What follows belongs to an exercise in optimizing a design on an open flow for a short achievable clock period and few clock cycles; a production flow would make more cautious choices. The RTL was checked by simulation tests, not by an equivalence proof against the original design. The flow treats the clock pin as an ideal source, which a real chip does not have. Power is estimated from default activity; no workload was simulated.

**flow/flow/run.sh**
```bash
#!/bin/bash
# standard flow up to clock tree synthesis, then extra gate sizing on the
# worst paths (flow/size.tcl), then the standard flow to the end.
# Each tool's output goes to a log file of its own in this folder.
set -euo pipefail
RESULTS=$PWD/orfs/results/$FLOW_PLATFORM/rattlesnake_core/base
bash standard.sh cts > log_1_standard_to_cts.log 2>&1
RESULTS=$RESULTS SIZE_ITERS=200 SIZE_SECONDS=600 \
  openroad -no_init -exit flow/size_step.tcl > log_2_sizing.log 2>&1
bash standard.sh finish > log_3_standard_finish.log 2>&1
ls -l out/final.def
```
**flow/flow/size.tcl**
```tcl
# greedy gate sizing on the worst paths: for each cell on the current worst
# path, try every drive strength of the same function and keep the best
proc cell_family {name} {
  if {[regexp {^sky130_fd_sc_hd__(buf|clkdlybuf4s[0-9]+|dlygate4sd[0-9]|dlymetal6s[0-9]s|bufbuf)_[0-9]+$} $name]} { return "BUF" }
  regsub {_[0-9]+$} $name "" f
  return $f
}
proc candidates {name} {
  set f [cell_family $name]
  if {$f eq "BUF"} {
    set pat sky130_fd_sc_hd__buf_*
  } else {
    set pat ${f}_*
  }
  set out {}
  foreach c [get_lib_cells $pat] {
    set n [get_name $c]
    if {[regexp {lpflow|probe} $n]} continue
    if {$f ne "BUF" && [cell_family $n] ne $f} continue
    lappend out $n
  }
  return $out
}
proc skip_cell {name} {
  return [regexp {df|dl[xr]|sdf|edf|clkbuf|clkinv|tap|fill|decap|conb|ebuf|einv} $name]
}
proc ep_slack {pe} { return [$pe slack] }
# re-estimate the wire parasitics of the nets on an instance's pins, which
# replace_cell leaves without parasitics
proc reest {inst} {
  set iter [$inst pin_iterator]
  while {[$iter has_next]} {
    set pin [$iter next]
    set net [$pin net]
    if {$net ne "NULL" && $net ne ""} { catch {est::estimate_parasitic_net $net} }
  }
  $iter finish
}


# try every other drive strength of each instance; keep what improves the
# endpoint's slack without lowering the worst slack. down: only smaller cells
proc try_insts {insts ep down} {
  set gain 0
  foreach inst $insts {
    if {[catch {set orig [get_name [$inst liberty_cell]]}]} continue
    if {[skip_cell $orig]} continue
    set best $orig
    set gw [sta::worst_slack_cmd max]
    set pe0 [lindex [find_timing_paths -to $ep -path_delay max -group_path_count 1] 0]
    set bs [$pe0 slack]
    set odrive 0
    regexp {_([0-9]+)$} $orig -> odrive
    foreach c [candidates $orig] {
      if {$c eq $orig} continue
      set cdrive 0
      regexp {_([0-9]+)$} $c -> cdrive
      if {$down && ([cell_family $orig] eq "BUF" || $cdrive >= $odrive)} continue
      if {!$down && [cell_family $orig] ne "BUF" && $cdrive < $odrive} continue
      replace_cell [get_full_name $inst] $c
      reest $inst
      set pe1 [lindex [find_timing_paths -to $ep -path_delay max -group_path_count 1] 0]
      set s [$pe1 slack]
      set w [sta::worst_slack_cmd max]
      if {$s > $bs + 1e-12 && $w >= $gw - 1e-12} { set bs $s; set best $c }
    }
    if {$best ne [get_name [$inst liberty_cell]]} { replace_cell [get_full_name $inst] $best; reest $inst }
    if {$best ne $orig} { set gain 1 }
  }
  return $gain
}

set t0 [clock seconds]
set maxit $::env(SIZE_ITERS)
set stuck 0
for {set it 0} {$it < $maxit} {incr it} {
  if {[clock seconds] - $t0 > $::env(SIZE_SECONDS)} break
  set pes [find_timing_paths -path_delay max -sort_by_slack -group_path_count 1]
  set worst ""; set ws 1e9
  foreach pe $pes { if {[$pe slack] < $ws} { set ws [$pe slack]; set worst $pe } }
  set ep [[$worst path] pin]
  set insts {}
  foreach pin [[$worst path] pins] {
    if {[catch {set inst [$pin instance]; get_full_name $inst}]} continue
    if {[lsearch -exact $insts $inst] < 0} { lappend insts $inst }
  }
  # side loads of the path's nets (collected now: the path object goes stale
  # once cells change): smaller cells there take load off the path
  set side {}
  foreach pin [[$worst path] pins] {
      if {[catch {set net [$pin net]}] || $net eq "NULL" || $net eq ""} continue
      set it2 [$net pin_iterator]
      while {[$it2 has_next]} {
        set lp [$it2 next]
        if {[catch {set li [$lp instance]; get_full_name $li}]} continue
        if {[lsearch -exact $insts $li] < 0 && [lsearch -exact $side $li] < 0} { lappend side $li }
      }
      $it2 finish
  }
  set gain [try_insts $insts $ep 0]
  if {!$gain} { set gain [try_insts $side $ep 1] }
  puts "size iter $it ws [format %.4f [expr {$ws*1e9}]] -> [format %.4f [expr {[sta::worst_slack_cmd max]*1e9}]] gain $gain"
  if {!$gain} { incr stuck; if {$stuck > 3} break } else { set stuck 0 }
}
```
**flow/flow/size_step.tcl**
```tcl
# extra gate sizing between clock tree synthesis and global routing:
# reads the standard flow's CTS result, sizes gates on the worst paths and
# writes it back for the standard flow to route
set results $::env(RESULTS)
read_liberty $::env(FLOW_HOME)/platforms/sky130hd/lib/sky130_fd_sc_hd__tt_025C_1v80.lib
read_db $results/4_cts.odb
read_sdc $results/4_cts.sdc
source $::env(FLOW_HOME)/platforms/sky130hd/setRC.tcl
set_propagated_clock [all_clocks]
estimate_parasitics -placement
report_worst_slack
source [file join [file dirname [info script]] size.tcl]
report_worst_slack
detailed_placement
check_placement -verbose
estimate_parasitics -placement
report_worst_slack
report_checks -group_path_count 10 -format end -path_group core_clock
write_db $results/4_cts.odb
```
**flow/standard.sh**
```bash
#!/bin/bash
# synth_recipe.tcl (not shown) runs the flow's synth.tcl, then flattens the netlist and writes it again
# the make line also repeats each setting of config.mk as NAME=value (left out here)
make -C /OpenROAD-flow-scripts/flow DESIGN_CONFIG=/design/flow/config.mk WORK_HOME=/design/flow/orfs CLKGATE_MAP_FILE= SYNTH_SCRIPT=/design/flow/synth_recipe.tcl "${@:-finish}"
```
**flow/config.mk**
```make
export PLATFORM = sky130hd
export DESIGN_NAME = rattlesnake_core
export DESIGN_NICKNAME = rattlesnake_core
export VERILOG_FILES = /design/flow/design.v
export SDC_FILE = /design/flow/constraint.sdc
export NUM_CORES = 4
export LEC_CHECK = 0
export ABC_CLOCK_PERIOD_IN_PS = 3000
export CAP_MARGIN = 20
export CORE_MARGIN = 2
export CORE_UTILIZATION = 30
export PLACE_DENSITY = 0.5
export SETUP_SLACK_MARGIN = 5
export SLEW_MARGIN = 20
```
**flow/constraint.sdc**
```tcl
create_clock -name core_clock -period 11.0 [get_ports {clk}]
set_input_delay 2.2000 -clock core_clock [delete_from_list [all_inputs] [get_ports {clk}]]
set_output_delay 2.2000 -clock core_clock [all_outputs]
set_load 0.01 [all_outputs]
```
**flow/design.v**
```verilog
`default_nettype none
package rattlesnake_pkg;
    localparam int XLEN          = 32;
    localparam int REG_ADDR_BITS = 5;
    localparam int MEM_ADDR_BITS = 14;
    localparam int NUM_REGS      = 1 << REG_ADDR_BITS;
    typedef logic [XLEN-1:0]          xlen_t;
    typedef logic [XLEN-1:0]          pc_t;
    typedef logic [31:0]              instr_t;
    typedef logic [REG_ADDR_BITS-1:0] reg_addr_t;
    typedef logic [MEM_ADDR_BITS-1:0] mem_addr_t;
    localparam pc_t PC_INC = 32'd4;
    localparam logic [6:0] OPC_OP     = 7'b0110011;
    localparam logic [6:0] OPC_OP_IMM = 7'b0010011;
    localparam logic [6:0] OPC_LUI    = 7'b0110111;
    localparam logic [6:0] OPC_JAL    = 7'b1101111;
    localparam logic [6:0] OPC_BRANCH = 7'b1100011;
    localparam logic [6:0] OPC_SYSTEM = 7'b1110011;
    localparam instr_t WFI_WORD = 32'h1050_0073;
    localparam logic [2:0] F3_BEQ  = 3'b000;
    localparam logic [2:0] F3_BNE  = 3'b001;
    localparam logic [2:0] F3_BLT  = 3'b100;
    localparam logic [2:0] F3_BGE  = 3'b101;
    localparam logic [2:0] F3_BLTU = 3'b110;
    localparam logic [2:0] F3_BGEU = 3'b111;
    typedef enum logic [3:0] {
        ALU_ADD, ALU_SUB, ALU_SLL, ALU_SLT, ALU_SLTU,
        ALU_XOR, ALU_SRL, ALU_SRA, ALU_OR, ALU_AND
    } alu_op_e;
    typedef enum logic [2:0] {
        IDLE, FETCH, DECODE, EXECUTE, PAUSED
    } seq_state_e;
    typedef struct packed {
        alu_op_e    alu_op;
        reg_addr_t  rd;
        reg_addr_t  rs1;
        reg_addr_t  rs2;
        xlen_t      imm;
        pc_t        pc;
        logic       use_imm;
        logic       save_to_rd;
        logic       is_lui;
        logic       is_jal;
        logic       is_branch;
        logic [2:0] br_funct3;
        logic       is_wfi;
        logic       valid;
    } decoded_t;
    typedef struct packed {
        logic      rd_we;
        reg_addr_t rd_addr;
        xlen_t     rd_data;
        logic      redirect;
        pc_t       target;
        logic      done;
    } result_t;
endpackage
`default_nettype wire
`timescale 1ns/100ps
`default_nettype none
module fast_cmp (
    input  logic [31:0] a_i,
    input  logic [31:0] b_i,
    output logic        eq_o,
    output logic        lt_o,
    output logic        ltu_o
);
    logic [30:0] l0, e0;
    assign l0 = ~a_i[30:0] & b_i[30:0];
    assign e0 = ~(a_i[30:0] ^ b_i[30:0]);
    logic [15:0] l1, e1;
    logic [7:0]  l2, e2;
    logic [3:0]  l3, e3;
    logic [1:0]  l4, e4;
    logic        l5, e5;
    always_comb begin
        for (int i = 0; i < 16; i++) begin
            if (2*i+1 <= 30) begin
                l1[i] = l0[2*i+1] | (e0[2*i+1] & l0[2*i]);
                e1[i] = e0[2*i+1] & e0[2*i];
            end else begin
                l1[i] = l0[2*i];
                e1[i] = e0[2*i];
            end
        end
        for (int i = 0; i < 8; i++) begin
            l2[i] = l1[2*i+1] | (e1[2*i+1] & l1[2*i]);
            e2[i] = e1[2*i+1] & e1[2*i];
        end
        for (int i = 0; i < 4; i++) begin
            l3[i] = l2[2*i+1] | (e2[2*i+1] & l2[2*i]);
            e3[i] = e2[2*i+1] & e2[2*i];
        end
        for (int i = 0; i < 2; i++) begin
            l4[i] = l3[2*i+1] | (e3[2*i+1] & l3[2*i]);
            e4[i] = e3[2*i+1] & e3[2*i];
        end
        l5 = l4[1] | (e4[1] & l4[0]);
        e5 = e4[1] & e4[0];
    end
    logic e31;
    assign e31   = ~(a_i[31] ^ b_i[31]);
    assign eq_o  = e31 & e5;
    assign ltu_o = (~a_i[31] & b_i[31]) | (e31 & l5);
    assign lt_o  = (a_i[31] & ~b_i[31]) | (e31 & l5);
endmodule
`default_nettype wire
`timescale 1ns/100ps
`default_nettype none
module rf_mux (
    input  logic [1023:0] regs_i,    
    input  logic [4:0]    addr_i,
    output logic [31:0]   data_o
);
    logic [31:0] grp [8];
    logic [7:0]  sel;
    always_comb begin
        for (int j = 0; j < 8; j++) begin
            case (addr_i[1:0])
                2'd0:    grp[j] = regs_i[(4*j+0)*32 +: 32];
                2'd1:    grp[j] = regs_i[(4*j+1)*32 +: 32];
                2'd2:    grp[j] = regs_i[(4*j+2)*32 +: 32];
                default: grp[j] = regs_i[(4*j+3)*32 +: 32];
            endcase
            sel[j] = (addr_i[4:2] == 3'(j));
        end
        data_o = '0;
        for (int j = 0; j < 8; j++) begin
            data_o = data_o | ({32{sel[j]}} & grp[j]);
        end
    end
endmodule
`default_nettype wire
`timescale 1ns/100ps
`default_nettype none
module rattlesnake_core (
    input  logic        clk,
    input  logic        arst_n_i,
    input  logic        start_i,
    input  logic [31:0] start_address_i,
    input  logic [31:0] mem_read_data_i,
    input  logic        mem_read_ack_i,
    output logic        mem_read_en_o,
    output logic [13:0] mem_addr_o,
    output logic        processor_paused_o,
    output logic [31:0] peek_pc_o,
    output logic [31:0] peek_ir_o,
    input  logic [4:0]  dbg_reg_addr_i,
    output logic [31:0] dbg_reg_data_o
);
    localparam logic [31:0] WFI_WORD = 32'h1050_0073;
    logic        running;    
    logic [31:0] wfi_pc_q;   
    logic        wfi_q;      
    logic        e_valid;    
    logic        e_we;       
    logic [4:0]  e_rd;
    logic [31:0] e_a, e_b;   
    logic        e_sub, e_sra;
    logic [2:0]  e_f3;       
    logic        e_jal;
    logic        c_eq, c_ne, c_lt, c_ge, c_ltu, c_geu;   
    logic [31:0] e_pc;       
    logic [31:0] e_imm;      
    logic [31:0] regs [32];
    logic [31:0] sum, alu_res, wdata;
    logic        wen;
    logic [4:0]  shamt;
    logic        eq, lt, ltu, redirect;
    assign shamt = e_b[4:0];
    assign sum   = e_sub ? e_a - e_b : e_a + e_b;
    fast_cmp u_cmp (
        .a_i   (e_a),
        .b_i   (e_b),
        .eq_o  (eq),
        .lt_o  (lt),
        .ltu_o (ltu)
    );
    always_comb begin
        case (e_f3)
            3'b000:  alu_res = sum;
            3'b001:  alu_res = e_a << shamt;
            3'b010:  alu_res = {31'b0, lt};
            3'b011:  alu_res = {31'b0, ltu};
            3'b100:  alu_res = e_a ^ e_b;
            3'b101:  alu_res = e_sra ? 32'($signed(e_a) >>> shamt) : e_a >> shamt;
            3'b110:  alu_res = e_a | e_b;
            default: alu_res = e_a & e_b;
        endcase
    end
    assign wdata = alu_res;
    assign wen   = e_valid && e_we;
    logic [1023:0] regs_flat;
    assign regs[0] = '0;
    for (genvar i = 0; i < 32; i++) begin : g_flat
        assign regs_flat[32*i +: 32] = regs[i];
    end
    for (genvar i = 1; i < 32; i++) begin : g_reg
        always_ff @(posedge clk or negedge arst_n_i) begin
            if (!arst_n_i) begin
                regs[i] <= '0;
            end else if (wen && e_rd == 5'(i)) begin
                regs[i] <= wdata;
            end
        end
    end
    logic [31:0] fpc, e_seq, e_tgt;
    assign e_seq         = e_pc + 32'd4;
    assign e_tgt         = e_pc + e_imm;
    assign redirect      = e_jal || (c_eq && eq) || (c_ne && !eq) || (c_lt && lt) ||
                           (c_ge && !lt) || (c_ltu && ltu) || (c_geu && !ltu);
    assign fpc           = redirect ? e_tgt : e_seq;
    assign mem_read_en_o = running;
    assign mem_addr_o    = fpc[15:2];
    logic [31:0] d;
    logic [6:0]  d_opc;
    logic [2:0]  d_f3;
    logic [4:0]  d_rd, d_rs1a, d_rs2a;
    logic        d_op, d_opimm, d_lui, d_jal, d_br, d_wfi;
    logic [31:0] d_imm_i, d_imm_u, d_imm_j, d_imm_b;
    logic [31:0] d_rs1, d_rs2;
    assign d       = mem_read_data_i;
    assign d_opc   = d[6:0];
    assign d_f3    = d[14:12];
    assign d_rd    = d[11:7];
    assign d_rs1a  = d[19:15];
    assign d_rs2a  = d[24:20];
    assign d_op    = (d_opc == 7'b0110011);
    assign d_opimm = (d_opc == 7'b0010011);
    assign d_lui   = (d_opc == 7'b0110111);
    assign d_jal   = (d_opc == 7'b1101111);
    assign d_br    = (d_opc == 7'b1100011);
    assign d_wfi   = (d == WFI_WORD);
    assign d_imm_i = {{20{d[31]}}, d[31:20]};
    assign d_imm_u = {d[31:12], 12'b0};
    assign d_imm_j = {{12{d[31]}}, d[19:12], d[20], d[30:21], 1'b0};
    assign d_imm_b = {{20{d[31]}}, d[7], d[30:25], d[11:8], 1'b0};
    logic [31:0] rf_rs1, rf_rs2;
    rf_mux u_rd_rs1 (.regs_i(regs_flat), .addr_i(d_rs1a), .data_o(rf_rs1));
    rf_mux u_rd_rs2 (.regs_i(regs_flat), .addr_i(d_rs2a), .data_o(rf_rs2));
    assign d_rs1 = (wen && e_rd == d_rs1a) ? wdata : rf_rs1;
    assign d_rs2 = (wen && e_rd == d_rs2a) ? wdata : rf_rs2;
    always_ff @(posedge clk or negedge arst_n_i) begin
        if (!arst_n_i) begin
            running  <= 1'b0;
            wfi_pc_q <= '0;
            wfi_q    <= 1'b0;
            e_valid  <= 1'b0;
            e_we     <= 1'b0;
            e_rd     <= '0;
            e_a      <= '0;
            e_b      <= '0;
            e_sub    <= 1'b0;
            e_sra    <= 1'b0;
            e_f3     <= '0;
            e_jal    <= 1'b0;
            c_eq     <= 1'b0;
            c_ne     <= 1'b0;
            c_lt     <= 1'b0;
            c_ge     <= 1'b0;
            c_ltu    <= 1'b0;
            c_geu    <= 1'b0;
            e_pc     <= '0;
            e_imm    <= '0;
        end else if (!running) begin
            e_valid <= 1'b0;
            if (start_i) begin
                running <= 1'b1;
                e_jal   <= 1'b1;
                c_eq    <= 1'b0;
                c_ne    <= 1'b0;
                c_lt    <= 1'b0;
                c_ge    <= 1'b0;
                c_ltu   <= 1'b0;
                c_geu   <= 1'b0;
                e_pc    <= start_address_i;
                e_imm   <= '0;
            end
        end else begin
            e_valid <= mem_read_ack_i;
            if (mem_read_ack_i) begin
                e_we  <= (d_op || d_opimm || d_lui || d_jal) && (d_rd != 5'd0);
                e_rd  <= d_rd;
                e_a   <= d_lui ? 32'd0 : d_jal ? fpc : d_rs1;
                e_b   <= (d_op || d_br) ? d_rs2 : d_opimm ? d_imm_i : d_lui ? d_imm_u : 32'd4;
                e_sub <= d_op && d[30] && d_f3 == 3'b000;
                e_sra <= d[30];
                e_f3  <= (d_op || d_opimm) ? d_f3 : 3'b000;
                e_jal <= d_jal;
                c_eq  <= d_br && d_f3 == 3'b000;
                c_ne  <= d_br && d_f3 == 3'b001;
                c_lt  <= d_br && d_f3 == 3'b100;
                c_ge  <= d_br && d_f3 == 3'b101;
                c_ltu <= d_br && d_f3 == 3'b110;
                c_geu <= d_br && d_f3 == 3'b111;
                e_pc  <= fpc;
                e_imm <= d_jal ? d_imm_j : d_imm_b;
                if (d_wfi) begin
                    running  <= 1'b0;
                    wfi_q    <= 1'b1;
                    wfi_pc_q <= fpc;
                end
            end
        end
    end
    assign processor_paused_o = !running;
    assign peek_pc_o          = wfi_pc_q;
    assign peek_ir_o          = wfi_q ? WFI_WORD : 32'd0;
    rf_mux u_rd_dbg (.regs_i(regs_flat), .addr_i(dbg_reg_addr_i), .data_o(dbg_reg_data_o));
endmodule
`default_nettype wire
```
==> run notes, run 1 <==
- EDFF count, synth: 0
- count of pins over their slew limit: 0
- Seq. cell area: 0.02911 sq mm
- standard cell core area: 0.2625 sq mm
- Worst Hold End: wfi_pc_q[6]$_DFFE_PN0P_
- number of cell instances on the worst register-to-register path: 21
- weighted congestion reported at the end of routability-driven placement: 0.9685
- share of power burned in the clock network: 31.4%
- share of synthesized area occupied by flip-flops and latches: 36.68%
- area used by multi-input combinational logic: 0.04817 sq mm
- sequential group share of total power: 36.1%
- start-to-end type of the worst setup path: in -> reg
- clk_skew: 0.06548 ns
- number of library cell types mapped by synthesis: 97
- FP Rows: 188
- flip-flop cell with the highest count after synthesis: dfrtp_1
- worst reg2reg startpoint: e_b[3]$_DFFE_PN0P_
- number of global-route vias before repair: 72920
- Overflow after GRT: 0
- pwr/cell area: 171.9 mW/mm^2
- CTS tree: yes
- count of synthesis-stage warnings from yosys: 5
- worst endpoint required time: 11.73 ns
- # DRC: 0
- FMAX: 161.2 MHz
- Post-Place Cell Area: 0.08453 sq mm
- final WL: 440800 um
- via count: 78210
- clock buffers created by TritonCTS: 142
- total global routing track utilization: 31.65%
- reported net switching power: 6237 uW
- Power Internal: 9963 uW
- #FFs+latches synth: 1161
- count of input and output buffers: 160
- worst reg-to-reg setup slack: 5.20 ns
- clock latency on the worst-skew pair: 0.83 ns
- post-detailed-route count of antenna-violating nets: 0
- Max-slew headroom: 13.09%
- clk slew on worst S/H paths: 0.07 ns
- Final Hold Fails: 0
- antenna violations before repair: 36
- DIE HEIGHT: 517.8 um
- initial core utilization: 30.17%
- Hold Worst Slack: 0.4698 ns
- WHS Path Cells: 2
- critical path startpoint category: primary input
- DP HPWL: 267100 um
- count of placed standard cells in the final layout, fillers left out: 12140
- final worst path period need: 6.205 ns
- Critical R2R Capture: e_b[28]$_DFFE_PN0P_
- CTS max path bufs: 3
- Netlist Area Pre-Place: 0.07920 sq mm
- leakage component of the power: 0.03843 uW
- number of nets in the finished design: 8727
- average detailed-routed wire length per instance: 36.31 um
- biggest fanout along the worst timing path: 34
- TritonRoute pass-1 iters: 9
- power after layout: 16200 uW
- measured slew at the worst slew-check pin: 1.301 ns
- post-synthesis instance total: 8547
- nature of the critical path endpoint: register
- IO Pins: 185
- clock tree root buffer cell: clkbuf_16
- worst hold start: wfi_pc_q[6]$_DFFE_PN0P_
- result of the run: finished clean
- total negative slack for setup checks: 0 ns
- proportion of total power due to net switching: 38.50%
- Horiz. Die Dim: 517.8 um
- overall die area: 0.2681 sq mm
- global-route wire length before repair: 605700 um
- Max-Cap Viols: 0
- count of routing violations after the opening detailed-route iteration: 11740
- combinational fraction of design power: 32.4%
- Avg Synthesized Cell Area: 9.267 sq um
- Vias/cell: 6.443
- CP Data Arrival Time: 6.94 ns
- total of endpoints with negative setup slack in the final report: 0
- class of the tightest hold or removal check: reg -> reg
- TritonCTS sink count: 1161
- dpl cells: 11640
- fin area: 0.09427 sq mm
- maximum number of pins on one net before global-route repair: 159
- ys async rst share: 100.0%
- total number of H-tree levels: 4
- largest vdd supply drop: 0.2137 mV
- number of fill cells in the layout: 26510
- CP startpoint: mem_read_data_i[17]
- setup repair after global routing missed its margin: true
- share of final-layout standard cells stronger than drive strength 1: 22.11%
- Final period util: 56.41%
- Area Overhead vs Synth: 19.02%
==> how the worst max path moves through the flow <==
stage,end
finish,e_a[2]$_DFFE_PN0P_
global route,mem_addr_o[13]
CTS,dbg_reg_data_o[12]
detailed placement,dbg_reg_data_o[9]
global placement,dbg_reg_data_o[9]
floorplan,dbg_reg_data_o[14]
==> stage by stage <==
step                setup WS, ns  utilization (%)
detailed placement         3.077            32.20
finish                     4.795            35.91
global route               4.807            35.89
CTS                        4.684            35.27
global placement           3.122            32.20
floorplan                  5.010                -
==> placed cells by master, fill, tap and decap left out, types with 150 or more instances in the layout <==
master,count
a22oi_1,180
nand2_1,1280
mux4_2,419
nor2_1,432
mux2i_1,400
clkbuf_16,153
o21ai_0,1161
a21oi_1,544
ha_1,150
mux2_2,275
dfrtp_1,1116
buf_4,370
==> per-layer routing <==
| metal | part of all wire [%] | vias up | GRT usage, % |
|---|---|---|---|
| met5 | 0.11 | - | 0 |
| met4 | 7.2 | 40 | 19.28 |
| met3 | 14 | 1456 | 11.92 |
| met2 | 41 | 6062 | 44.78 |
| met1 | 38 | 39170 | 40.64 |
| li1 | - | 31490 | - |
==> flip-flops by register name, indices dropped and copies added, names as in the netlist, 3 cells and up <==
name / count
e_pc: 32
e_b: 32
e_f3: 3
e_rd: 5
regs: 992
e_imm: 20
wfi_pc_q: 32
e_a: 32
==> cell usage after synthesis (all sizes together) (20+ instances only) <==
cell        n  area [sq um]
nand2    1316          4940
o21ai    1216          6093
dfrtp    1161         29050
clkbuf    624          2342
a21oi     575          2885
nor2      458          1722
mux4      419          9437
mux2i     407          4078
mux2      279          3142
a22oi     257          1929
buf       255          1398
ha        161          2014
inv       125         469.2
a211oi    100         760.7
o22ai      93         600.6
o211ai     87         653.1
nand3      80         412.9
a221oi     78         683.2
o221ai     75         656.9
xnor2      72         630.6
nor2b      62         387.9
nor3       62         326.6
a31oi      57         356.6
nand4      50         312.8
xor2       45         394.1
a21o       31         232.7
a32oi      31         271.5
nor4       31         215.2
and3       27         168.9
a221o      23         230.2
a211o      22         192.7
and2       22         137.6
a22o       21         183.9
a2111oi    20         187.7
==> final cells by class <==
| cell class | count | area share, % |
|---|---|---|
| multi-input cells | 6403 | 51.10 |
| flip-flops and latches | 1161 | 30.88 |
| repair buffers | 655 | 7.487 |
| well taps | 3515 | 4.665 |
| clock buffers | 197 | 4.376 |
| clock inverters | 58 | 0.8866 |
| inverters | 128 | 0.5468 |
| diodes | 21 | 0.05575 |
==> power groups by stage <==
stage / combinational [uW] / clock (uW) / sequential (uW)
2_1_floorplan: 2960 / 0 / 5570
3_3_place_gp: 4560 / 0 / 5880
3_5_place_dp: 4610 / 0 / 5910
4_1_cts: 4970 / 5120 / 5800
5_1_grt: 5560 / 5300 / 5920
6_report: 5250 / 5090 / 5850
==> cells by family (layout without fill, tap and decap cells) <==
group	Yosys count	in the layout	synth area share [%]
AOI/OAI and AO/OA	2824	2824	21.63
and+or+nand+nor	2169	2170	11.44
DFF	1161	1161	36.68
muxes	1105	1105	21.03
buffers and inverters	1007	1038	5.329
adders and majority gates	163	163	2.594
xor gates and xnor gates	117	117	1.294
other	1	45	0.004735
==> what timing repair did <==
item | CTS | global route
resized for setup | 473 | 177
hold buffers | 0 | 0
gates cloned | 44 | 7
pin swaps | 64 | 69
setup endpoints to repair | 279 | 55
buffers inserted | 110 | 58
==> worst max-delay path: stages <==
cell	delay, ns
buf_4	0.39
buf_4	0.71
and2_2	0.76
buf_4	0.54
a21oi_1	0.12
nand3_1	0.10
o21ai_0	0.13
a31oi_1	0.90
o21ai_0	0.68
a31oi_1	0.33
Testbench counts, summed over its fixed seeds: cycles 21,810.
==> run 2, diff against run 1 <==
--- a/flow/design.v
+++ b/flow/design.v
@@ -158,2 +158,3 @@
     logic [31:0] e_a, e_b;   
+    logic [31:0] c_a, c_b;   
     logic        e_sub, e_sra;
@@ -171,5 +172,13 @@
     assign sum   = e_sub ? e_a - e_b : e_a + e_b;
-    fast_cmp u_cmp (
+    logic a_eq, a_lt, a_ltu;
+    fast_cmp u_alu_cmp (
         .a_i   (e_a),
         .b_i   (e_b),
+        .eq_o  (a_eq),
+        .lt_o  (a_lt),
+        .ltu_o (a_ltu)
+    );
+    fast_cmp u_cmp (
+        .a_i   (c_a),
+        .b_i   (c_b),
         .eq_o  (eq),
@@ -182,4 +191,4 @@
             3'b001:  alu_res = e_a << shamt;
-            3'b010:  alu_res = {31'b0, lt};
-            3'b011:  alu_res = {31'b0, ltu};
+            3'b010:  alu_res = {31'b0, a_lt};
+            3'b011:  alu_res = {31'b0, a_ltu};
             3'b100:  alu_res = e_a ^ e_b;
@@ -252,2 +261,4 @@
             e_b      <= '0;
+            c_a      <= '0;
+            c_b      <= '0;
             e_sub    <= 1'b0;
@@ -284,3 +295,7 @@
                 e_a   <= d_lui ? 32'd0 : d_jal ? fpc : d_rs1;
-                e_b   <= (d_op || d_br) ? d_rs2 : d_opimm ? d_imm_i : d_lui ? d_imm_u : 32'd4;
+                e_b   <= d_op ? d_rs2 : d_opimm ? d_imm_i : d_lui ? d_imm_u : 32'd4;
+                if (d_br) begin
+                    c_a <= d_rs1;
+                    c_b <= d_rs2;
+                end
                 e_sub <= d_op && d[30] && d_f3 == 3'b000;
==> run 2 against run 1 <==
  * Fmax is 1.3% lower
  * Highest routed layer unchanged
  * Sequential cell count is 64 higher
  * Sequential share of layout area is 0.59 points higher
==> run notes, run 2 <==
- result of the run: finished clean, unchanged
- share of final-layout standard cells stronger than drive strength 1: 18.69%, was 22.11%
- # DRC: 0, unchanged
- via count: 81800, was 78210
- final cell utilization of the core: 35.58%, was 35.91%
- clk slew on worst S/H paths: 0.07 ns, about the same
- CTS tree: yes, unchanged
- measured slew at the worst slew-check pin: 1.288 ns, was 1.301 ns
- FMAX: 159.1 MHz, was 161.2 MHz
- final WL: 438500 um, was 440800 um
- total global routing track utilization: 30.42%, was 31.65%
- number of library cell types mapped by synthesis: 97, unchanged
- count of routing violations after the opening detailed-route iteration: 12500, was 11740
- number of hold-repair buffers added at the cts stage: 0, unchanged
- count of synthesis-stage warnings from yosys: 5, unchanged
- count of placed standard cells in the final layout, fillers left out: 12780, was 12140
- clock latency on the worst-skew pair: 0.89 ns, was 0.83 ns
- Final Hold Fails: 0, unchanged
- #FFs+latches synth: 1225, was 1161
- leakage component of the power: 0.04073 uW, was 0.03843 uW
- worst reg2reg startpoint: e_b[1]$_DFFE_PN0P_, was e_b[3]$_DFFE_PN0P_
- antenna violations before repair: 35, was 36
- TritonCTS sink count: 1225, was 1161
- global-route wire length before repair: 610600 um, was 605700 um
- total of endpoints with negative setup slack in the final report: 0, unchanged
- flip-flop count of the largest register after layout: 992, unchanged
- top library cells by usage in the layout, fill and taps aside: nand2_1, dfrtp_1, o21ai_0, was nand2_1, o21ai_0, dfrtp_1
- count of input and output buffers: 160, unchanged
- leading cell types by count after synthesis: nand2_1, dfrtp_1, o21ai_0, was nand2_1, o21ai_0, dfrtp_1
- share of synthesized area occupied by flip-flops and latches: 37.07%, was 36.68%
- largest register by flop count: regs, unchanged
- Overflow after GRT: 0, unchanged
- Critical R2R Capture: c_a[21]$_DFFE_PN0P_, was e_b[28]$_DFFE_PN0P_
- CTS max path bufs: 4, was 3
- worst endpoint required time: 11.70 ns, was 11.73 ns
- class of the tightest hold or removal check: reg -> reg, unchanged
- CP startpoint: mem_read_data_i[23], was mem_read_data_i[17]
- area share of fa/ha/maj cells after synthesis: 2.984%, was 2.594%
- number of global-route vias before repair: 77430, was 72920
- biggest fanout along the worst timing path: 38, was 34
- final worst path period need: 6.284 ns, was 6.205 ns
- share of synthesized area spent on multiplexers: 19.00%, was 21.03%
- leading cell types by total area after synthesis: dfrtp_1, mux4_2, nand2_1, o21ai_0, mux2i_1, was dfrtp_1, mux4_2, o21ai_0, nand2_1, mux2i_1
- xor/xnor share of the synthesized area: 1.112%, was 1.294%
- flip-flop cell with the highest count after synthesis: dfrtp_1, unchanged
- Synth Area in Simple Gates: 13.56%, was 11.44%
- commonest non-fill, non-tap cell in the layout: nand2_1, unchanged
- dpl cells: 12340, was 11640
- EDFF count, synth: 0, unchanged
- nature of the critical path endpoint: register, unchanged
- Avg Synthesized Cell Area: 8.998 sq um, was 9.267 sq um
- count of pins over their slew limit: 0, unchanged
- capture point of the worst path: e_b[16]$_DFFE_PN0P_, was e_a[2]$_DFFE_PN0P_
- library cell with the largest summed area after synthesis: dfrtp_1, unchanged
- number of fill cells in the layout: 27590, was 26510
- post-synthesis compound-gate area fraction: 20.98%, was 21.63%
- Max-Cap Viols: 0, unchanged
- IO Pins: 185, unchanged
- CP Data Arrival Time: 6.99 ns, was 6.94 ns
- overall die area: 0.2799 sq mm, was 0.2681 sq mm
- number of cell instances on the worst register-to-register path: 21, unchanged
- combinational family with the most area after synthesis: compound AO/OA/AOI/OAI gates, unchanged
- total number of H-tree levels: 4, unchanged
- total negative slack for setup checks: 0 ns, unchanged
- initial core utilization: 30.20%, was 30.17%
- pwr/cell area: 136.5 mW/mm^2, was 171.9 mW/mm^2
- Max-slew headroom: 13.49%, was 13.09%
- post-detailed-route count of antenna-violating nets: 0, unchanged
- TritonRoute pass-1 iters: 8, was 9
- DIE HEIGHT: 529.0 um, was 517.8 um
- maximum number of pins on one net before global-route repair: 163, was 159
- critical path startpoint category: primary input, unchanged
- clk_skew: 0.1109 ns, was 0.06548 ns
- number of nets in the finished design: 9329, was 8727
- weighted congestion reported at the end of routability-driven placement: 0.9751, was 0.9685
- largest vdd supply drop: 0.1293 mV, was 0.2137 mV
- FP Rows: 192, was 188
- post-synthesis instance total: 9191, was 8547
- average detailed-routed wire length per instance: 34.32 um, was 36.31 um
- standard cell core area: 0.2739 sq mm, was 0.2625 sq mm
- Area Overhead vs Synth: 17.81%, was 19.02%
- start-to-end type of the worst setup path: in -> reg, unchanged
- area fraction of the dominant cell type after synthesis: 37.07%, was 36.68%
- DP HPWL: 267400 um, was 267100 um
- Netlist Area Pre-Place: 0.08270 sq mm, was 0.07920 sq mm
- clock buffers created by TritonCTS: 154, was 142
- setup repair after global routing missed its margin: true, unchanged
- ys async rst share: 100.0%, unchanged
- worst reg-to-reg setup slack: 5.19 ns, was 5.20 ns
- Vias/cell: 6.403, was 6.443
- Final period util: 57.13%, was 56.41%
- Horiz. Die Dim: 529.0 um, was 517.8 um
- cell with the most instances after synthesis: nand2_1, unchanged
- clock tree root buffer cell: clkbuf_16, unchanged
run 2: per-layer routing:
| layer | routed length (um) | global-route usage, % | vias to the layer above | part of all wire, % |
|---|---|---|---|---|
| met5 | 146 | 0 | - | 0.033 |
| met4 | 31570 | 19.08 | 24 | 7.2 |
| met3 | 57740 | 10.20 | 1528 | 13 |
| met2 | 178900 | 42.95 | 6360 | 41 |
| met1 | 170100 | 39.66 | 40690 | 39 |
| li1 | - | - | 33200 | - |
run 2: repair_timing:
item / 4_1_cts / 5_1_grt
endpoints found under the setup margin: 249 / 75
gates cloned: 44 / 5
pin swaps: 79 / 60
endpoints found under the hold margin: 0 / 0
gates resized for setup: 440 / 130
setup buffers: 80 / 28
run 2: power breakdown:
part	internal (uW)	switching [uW]	total [uW]
clock network	3070	2220	5290
registers	4660	261	4920
logic	1000	2090	3090
run 2: worst min-delay path by stage:
stage / start / to / depth (start not counted) / slack (ns)
finish: c_a[26]$_DFFE_PN0P_ / c_a[26]$_DFFE_PN0P_ / 2 / 0.48
global route: c_a[1]$_DFFE_PN0P_ / c_a[1]$_DFFE_PN0P_ / 2 / 0.50
CTS: c_b[8]$_DFFE_PN0P_ / c_b[8]$_DFFE_PN0P_ / 2 / 0.48
detailed placement: c_b[8]$_DFFE_PN0P_ / c_b[8]$_DFFE_PN0P_ / 2 / 0.47
global placement: c_b[28]$_DFFE_PN0P_ / c_b[28]$_DFFE_PN0P_ / 2 / 0.46
floorplan: c_b[17]$_DFFE_PN0P_ / c_b[17]$_DFFE_PN0P_ / 2 / 0.44
run 2: layout make-up:
type,count,area (sq um),area share [%]
sequential,1225,30670,31.48
clock buffer,212,4423,4.540
multi-input combinational,6921,49850,51.16
antenna,14,35.03,0.03596
clock inverter,57,626.9,0.6434
timing repair buffer,593,6709,6.886
inverter,165,633.1,0.6498
tap,3589,4491,4.609
run 2: worst max-delay path, stage by stage:
cell      delay, ns
buf_4          0.59
buf_4          0.61
nor2_1         0.26
nand2_1        0.52
buf_4          0.64
o221ai_1       0.20
a221oi_1       0.99
mux2i_1        0.40
a221oi_1       0.39
a21oi_1        0.07
run 2: cell families after synthesis:
| family | Yosys count |
|---|---|
| compound gates | 2868 |
| simple gates | 2722 |
| flops | 1225 |
| buf+inv | 1068 |
| mux | 1006 |
| fa+ha+maj | 196 |
| xor+xnor | 105 |
| other cells | 1 |
run 2: through the flow:
stage	power (uW)	setup WS [ns]	cell area, sq um	hold slack [ns]
after global placement	7673	2.863	88100	0.4593
after global routing	13640	4.757	97400	0.5029
after CTS	13160	4.676	96270	0.4820
final	13300	4.716	97430	0.4823
after detailed placement	7704	3.035	88190	0.4666
after floorplan	6474	5.010	82810	0.4428
Testbench counts of run 2, summed over its fixed seeds: cycles 21,810.

-- separate check: timing with driven ports --
The flow's constraints put no driver on any port. The routed layouts listed below were extracted and timed again, unchanged, in two steps.
Step 1 (the two cells are an assumption about what drives the block):
set clk [get_ports {clk}]
set_driving_cell -lib_cell sky130_fd_sc_hd__clkbuf_16 $clk
set_driving_cell -lib_cell sky130_fd_sc_hd__buf_2 [delete_from_list [all_inputs] $clk]
Step 2, shift: input delay + t, output delay - t, t = (earliest + latest rising clock arrival at the registers) / 2. This alone moves slack from input paths to output paths.
Three values: no drivers, after step 1, after step 2; two values: the first two.
| run | t, ns | setup slack, ns | latest minus earliest clock arrival (ns) | slew at the worst register clock pin (ns) | worst slew at a driven data input, ns |
|---|---|---|---|---|---|
| run 1 | 0.895 | 4.795 / 4.258 / 3.962 | 0.070 / 0.069 | 0.07 / 0.07 | 0.75 |
| run 2 | 0.933 | 4.716 / 4.146 / 3.822 | 0.112 / 0.112 | 0.07 / 0.07 | 0.80 |
After both steps setup and hold are still met in every run listed. The setup slack of run 2, which loses most, moves by -0.570 ns with the drivers and by -0.894 ns with both steps.
